Source: an optimization exercise on an open RTL-to-GDS flow (aim: small area and few clock cycles per item). Production flows keep margins and buffers that such runs may drop. In this exercise RTL edits were held to simulation tests only and were not proved equivalent to the original. Power and IR drop assume default switching activity.

`run.sh`:
```
#!/bin/bash
# synth_recipe.tcl (not shown) runs the flow's synth.tcl, then flattens the netlist and writes it again
# the make line also repeats each setting of config.mk as NAME=value (left out here)
make -C /OpenROAD-flow-scripts/flow DESIGN_CONFIG=/design/flow/config.mk WORK_HOME=/design/flow/orfs CLKGATE_MAP_FILE= SYNTH_SCRIPT=/design/flow/synth_recipe.tcl finish
```
`config.mk`:
```
export PLATFORM = sky130hd
export DESIGN_NAME = fir_stream_filter
export DESIGN_NICKNAME = fir_stream_filter
export VERILOG_FILES = /design/flow/design.v
export SDC_FILE = /design/flow/constraint.sdc
export NUM_CORES = 4
export LEC_CHECK = 0
export CAP_MARGIN = 20
export CORE_MARGIN = 2
export CORE_UTILIZATION = 40
export SLEW_MARGIN = 20
```
`constraint.sdc`:
```
create_clock -name core_clock -period 7.5 [get_ports {clk}]
set_input_delay 1.5000 -clock core_clock [delete_from_list [all_inputs] [get_ports {clk}]]
set_output_delay 1.5000 -clock core_clock [all_outputs]
set_load 0.01 [all_outputs]
```
`design.v`:
```
module fir_stream_filter #(
  parameter int TAPS       = 8,
  parameter int DATA_WIDTH = 16,
  parameter int COEF_WIDTH = 16,
  parameter int OUT_WIDTH  = 16,
  parameter int FRAC_BITS  = 15,
  parameter int ADDR_WIDTH = $clog2(TAPS)
) (
  input  logic                         clk,
  input  logic                         rst_n,
  input  logic                         in_valid,
  output logic                         in_ready,
  input  logic signed [DATA_WIDTH-1:0] in_data,
  output logic                         out_valid,
  input  logic                         out_ready,
  output logic signed [OUT_WIDTH-1:0]  out_data,
  output logic                         out_sat,
  input  logic                         coef_we,
  input  logic [ADDR_WIDTH-1:0]        coef_addr,
  input  logic signed [COEF_WIDTH-1:0] coef_wdata,
  input  logic                         coef_swap,
  input  logic                         flush
);
  localparam int ACC_WIDTH  = DATA_WIDTH + COEF_WIDTH + $clog2(TAPS);
  localparam int PROD_WIDTH = DATA_WIDTH + COEF_WIDTH;
  localparam int RND_WIDTH  = ACC_WIDTH + 1;
  localparam logic signed [RND_WIDTH-1:0] HALF    = RND_WIDTH'((64'(1) << FRAC_BITS) >> 1);
  localparam logic signed [RND_WIDTH-1:0] OUT_MAX = RND_WIDTH'((64'(1) << (OUT_WIDTH - 1)) - 64'(1));
  localparam logic signed [RND_WIDTH-1:0] OUT_MIN = ~OUT_MAX;
  logic signed [DATA_WIDTH-1:0] x           [TAPS];
  logic signed [COEF_WIDTH-1:0] shadow      [TAPS];
  logic signed [COEF_WIDTH-1:0] shadow_next [TAPS];
  logic signed [COEF_WIDTH-1:0] active      [TAPS];
  logic signed [PROD_WIDTH-1:0] prod        [TAPS];
  logic signed [ACC_WIDTH-1:0]  sum_comb;
  logic signed [ACC_WIDTH-1:0]  acc;
  logic signed [RND_WIDTH-1:0]  rounded;
  logic signed [RND_WIDTH-1:0]  shifted;
  logic                         s0_valid;
  logic                         s1_valid;
  logic                         s2_valid;
  logic                         adv;
  logic                         accept;
  assign adv          = !out_valid || out_ready;
  assign in_ready     = adv && !flush;
  assign accept       = in_valid && in_ready;
  always_comb begin
    for (int k = 0; k < TAPS; k++) begin
      shadow_next[k] = shadow[k];
      if (coef_we && (32'(coef_addr) == k)) begin
        shadow_next[k] = coef_wdata;
      end
    end
  end
  always_ff @(posedge clk or negedge rst_n) begin
    if (!rst_n) begin
      for (int k = 0; k < TAPS; k++) begin
        shadow[k] <= '0;
        active[k] <= '0;
      end
    end else begin
      for (int k = 0; k < TAPS; k++) begin
        shadow[k] <= shadow_next[k];
        if (coef_swap) begin
          active[k] <= shadow_next[k];
        end
      end
    end
  end
  always_ff @(posedge clk or negedge rst_n) begin
    if (!rst_n) begin
      for (int k = 0; k < TAPS; k++) x[k] <= '0;
      s0_valid <= 1'b0;
    end else if (flush) begin
      for (int k = 0; k < TAPS; k++) x[k] <= '0;
      s0_valid <= 1'b0;
    end else if (adv) begin
      s0_valid <= accept;
      if (accept) begin
        x[0] <= in_data;
        for (int k = 1; k < TAPS; k++) x[k] <= x[k-1];
      end
    end
  end
  always_ff @(posedge clk or negedge rst_n) begin
    if (!rst_n) begin
      for (int k = 0; k < TAPS; k++) prod[k] <= '0;
      s1_valid <= 1'b0;
    end else if (flush) begin
      s1_valid <= 1'b0;
    end else if (adv) begin
      s1_valid <= s0_valid;
      for (int k = 0; k < TAPS; k++) begin
        prod[k] <= PROD_WIDTH'(x[k]) * PROD_WIDTH'(active[k]);
      end
    end
  end
  always_comb begin
    sum_comb = '0;
    for (int k = 0; k < TAPS; k++) begin
      sum_comb = sum_comb + ACC_WIDTH'(prod[k]);
    end
  end
  always_ff @(posedge clk or negedge rst_n) begin
    if (!rst_n) begin
      acc      <= '0;
      s2_valid <= 1'b0;
    end else if (flush) begin
      s2_valid <= 1'b0;
    end else if (adv) begin
      acc      <= sum_comb;
      s2_valid <= s1_valid;
    end
  end
  assign rounded = RND_WIDTH'(acc) + HALF;
  assign shifted = rounded >>> FRAC_BITS;
  always_ff @(posedge clk or negedge rst_n) begin
    if (!rst_n) begin
      out_valid <= 1'b0;
      out_data  <= '0;
      out_sat   <= 1'b0;
    end else if (flush) begin
      out_valid <= 1'b0;
    end else if (adv) begin
      out_valid <= s2_valid;
      if (s2_valid) begin
        if (shifted > OUT_MAX) begin
          out_data <= OUT_WIDTH'(OUT_MAX);
          out_sat  <= 1'b1;
        end else if (shifted < OUT_MIN) begin
          out_data <= OUT_WIDTH'(OUT_MIN);
          out_sat  <= 1'b1;
        end else begin
          out_data <= OUT_WIDTH'(shifted);
          out_sat  <= 1'b0;
        end
      end
    end
  end
endmodule
```
==> summary.txt <==
registers in the layout, indices dropped and copies added (netlist names):
name / flops
s0_valid: 1
x: 128
acc: 21
s1_valid: 1
active: 128
s2_valid: 1
prod: 256
out_sat: 1
out_valid: 1
out_data: 16
shadow: 128
area by class of cell:
type	instances	share of cell area, %
Multi-Input combinational cell	7420	69.11
Sequential cell	682	14.63
Inverter	2552	8.213
Tap cell	3570	3.829
Clock buffer	126	2.264
Timing Repair Buffer	188	1.357
Clock inverter	47	0.5373
Antenna cell	27	0.05791
through the flow:
stage	std cells	area (um2)	utilization, %	total power, W
CTS	14585	116600	43.03	0.02895
global route	14593	116600	43.03	0.03142
detailed placement	14412	113300	41.82	0.02394
finish	14612	116700	43.05	0.02879
global placement	14412	113300	41.82	0.02354
floorplan	11121	109000	-	0.01805
power breakdown:
group / internal (W) / switching, W
sequential: 0.00451 / 0.00162
clock: 0.00281 / 0.00201
combinational: 0.00748 / 0.0104
path summary, 6_finish.rpt:
path | slack (ps) | cells after the start | from | endpoint
max in group asynchronous | 4990 | 3 | rst_n | shadow[5][1]$_DFF_PN0_
worst max-delay path | 420 | 22 | active[2][7]$_DFFE_PN0P_ | prod[2][25]$_DFFE_PN0P_
worst min register to register | 480 | 2 | prod[7][21]$_DFFE_PN0P_ | prod[7][21]$_DFFE_PN0P_
min in group asynchronous | 730 | 1 | rst_n | active[0][8]$_DFFE_PN0P_
worst min-delay path | 480 | 2 | prod[7][21]$_DFFE_PN0P_ | prod[7][21]$_DFFE_PN0P_
worst max register to register | 420 | 22 | active[2][7]$_DFFE_PN0P_ | prod[2][25]$_DFFE_PN0P_
cell usage after synthesis, drive strengths merged (8+ instances only):
library cell	number
mux2	250
nor3b	8
xnor2	209
dfrtp	682
nor2	184
nand3	54
a21o	117
a31oi	30
fa	2289
o211ai	14
a21oi	216
nor3	39
nand2b	55
a22o	130
o21bai	33
a2111oi	8
o21ai	353
or3	12
buf	19
and3	35
nand4	18
inv	2552
o31ai	20
a211oi	24
nand2	1390
ha	691
xor2	100
and2	989
nor2b	19
o21a	24
clkbuf	448
a31o	8
metal layers:
metal  global-route usage, %  vias up
met4                   10.08       10
li1                        -    32851
met5                       0        -
met1                   31.04    38996
met3                   3.726      511
met2                   38.08     2206
cell usage in the layout, fill, tap and decap left out, types with 18 or more instances in the layout:
cell	instances
a22o_1	129
clkdlybuf4s50_1	43
o21ai_0	328
and3_1	35
a31oi_1	29
nor2b_1	19
a21o_1	117
ha_1	691
o21a_1	23
o21bai_1	31
clkbuf_16	93
nor2_1	184
nand3_1	54
a211oi_1	23
mux2_2	250
o31ai_1	18
nand4_1	18
o21ai_1	23
nand2_1	1390
nand2b_1	54
a21oi_1	209
and2_1	988
inv_1	2551
nor3_1	37
xor2_1	100
clkbuf_8	19
xnor2_1	209
fa_1	2289
buf_4	122
diode_2	27
dfrtp_1	679
cell families after synthesis:
family	count (synthesis)	share of synthesized area, %
XOR/XNOR	309	2.483
buffers and inverters	3019	10.41
AO/OA/AOI/OAI	1033	6.169
AND/OR/NAND/NOR	2841	12.66
multiplexers	257	2.647
flip-flops	682	15.66
adder cells (fa/ha/maj)	2980	49.97
critical path, stage by stage (launching register included):
cell and delay (ps):
dfrtp_1 800, nand2_1 170, fa_1 580, inv_1 60, fa_1 500, inv_1 50, fa_1 530, inv_1 50
fa_1 460, fa_1 490, inv_1 50, fa_1 470, inv_1 50, ha_1 320, nand4_1 130, nor2_1 310
nand3_1 110, nor3_1 470, nor3_1 160, o41ai_1 610, a21boi_1 160, xor2_1 250, o21ai_0 110
==> results.cfg <==
[synthesis]
yosysUniqueCellTypes = 85
syn_area_um2 = 109000
async_flop_share_pct = 100.0
ys_seq_area_share_pct = 15.66
yosysWarnings = 6
synth_edf_count = 0
synth_area_leader_cell = fa_1
synthFlopType = dfrtp_1
synth_nets = 14143
synth_area_per_cell_um2 = 9.801
ys_seq_elements = 682
netlist.area_leader.share_pct = 42.04
synthTopCellsByArea = fa_1, dfrtp_1, inv_1
syn_inst = 11121

[routing]
dr.pass1.iters = 6
ant_nets = 0
routed_wirelength_um = 311400
wl_per_cell_um = 21.31
first_iter_violations = 4497
dr_wl_met3_um = 19720
wl_met2_um = 146900
vias_per_cell = 5.104
drt-met1-wl_um = 129800
highest_layer = met5
drc_errors = 0
via_count = 74574

[global_route]
grt_use_total_pct = 23.43
antenna_found_initial = 16
grt_overflow_total = 0
first_global_vias = 83593
grt_pass1_wl_um = 498700
grt_max_degree = 216

[clocking]
cts-resized-gates = 0
numCtsBuffers = 93
tritoncts_num_sinks = 682
htree_levels = 3
clkLatencyLatePin_ps = 760
cts-root-buf = clkbuf_16
tritoncts = done
postCtsHoldBufs = 0
clockBufferDepth = 3
cts_setup_buffers = 0
clk_pin_slew_ps = 60

[timing]
finalSetupViolCount = 0
setup_slack_ps = 417.6
holdWs_ps = 483.4
setup-tns-final_ps = 0
relSlewSlack_pct = 20.74
fmax_mhz = 141.2
maxSlewViolCount = 0
layout_min_cycle_time_ps = 7082
period_share_pct = 94.43
tightest_slew_ps = 1189
rsz0062_at_grt = no
fin_skew_ps = 54.01
hold_viol_final = 0

[place]
finalWeightedCongestion = 0.9138
dpl.hpwl_um = 245200
pre_cts_ws_ps = 272.8
port_buffers = 60

[power_and_ir_drop]
ir_drop_uv = 788.0
power_density_nw_per_um2 = 246.8
leakage_nw = 59.90

[final_layout]
area_growth_pct = 7.042
nets = 13959
fillers = 26176
seq_area_um2 = 17070
multi_input_area_um2 = 80630
drive_gt1_share_pct = 5.538

[floorplanning]
die_h_um = 526.0
num_rows = 191
die_w_um = 526.0
die_area_um2 = 276700
io_pins = 61
start_util_pct = 40.22
core_um2 = 271000

[worst_hold_path]
worstHoldPathType = flip-flop to flip-flop

[critical_path]
critPathMaxFanout = 17
end_kind = flip-flop
arrival_ps = 7680
worstSetupPathType = flip-flop to flip-flop
start_kind = flip-flop
required_ps = 8100

[run]
cap_violations = 0

[status]
outcome = complete, no violations
Testbench counts, summed over its fixed seeds: cycles 8,320, items 8,192.

-- static timing again, ports no longer ideal --
In the flow no input, the clock included, has a driving cell. The finished layout below was timed again as built, in two steps.
Step 1 assumes that a clkbuf_16 drives the clock port and a buf_2 every other input.
Step 2 moves the port delays by t, midway between the first and last clock arrival at a register: inputs arrive t later, outputs are due t later. That takes back most of the time a late clock gives input paths.
a / b / c = no drivers / after step 1 / after step 2; a / b = the first two.
t (ns): 0.826
setup WS [ns]: 0.418 / 0.418 / 0.418
clock arrival spread, ns: 0.057 / 0.056
worst data-port slew with drivers (ns): 0.07
After both steps this run still meets setup and hold. For this run, drivers alone change the setup slack by 0.000 ns; drivers and shift together by 0.000 ns.
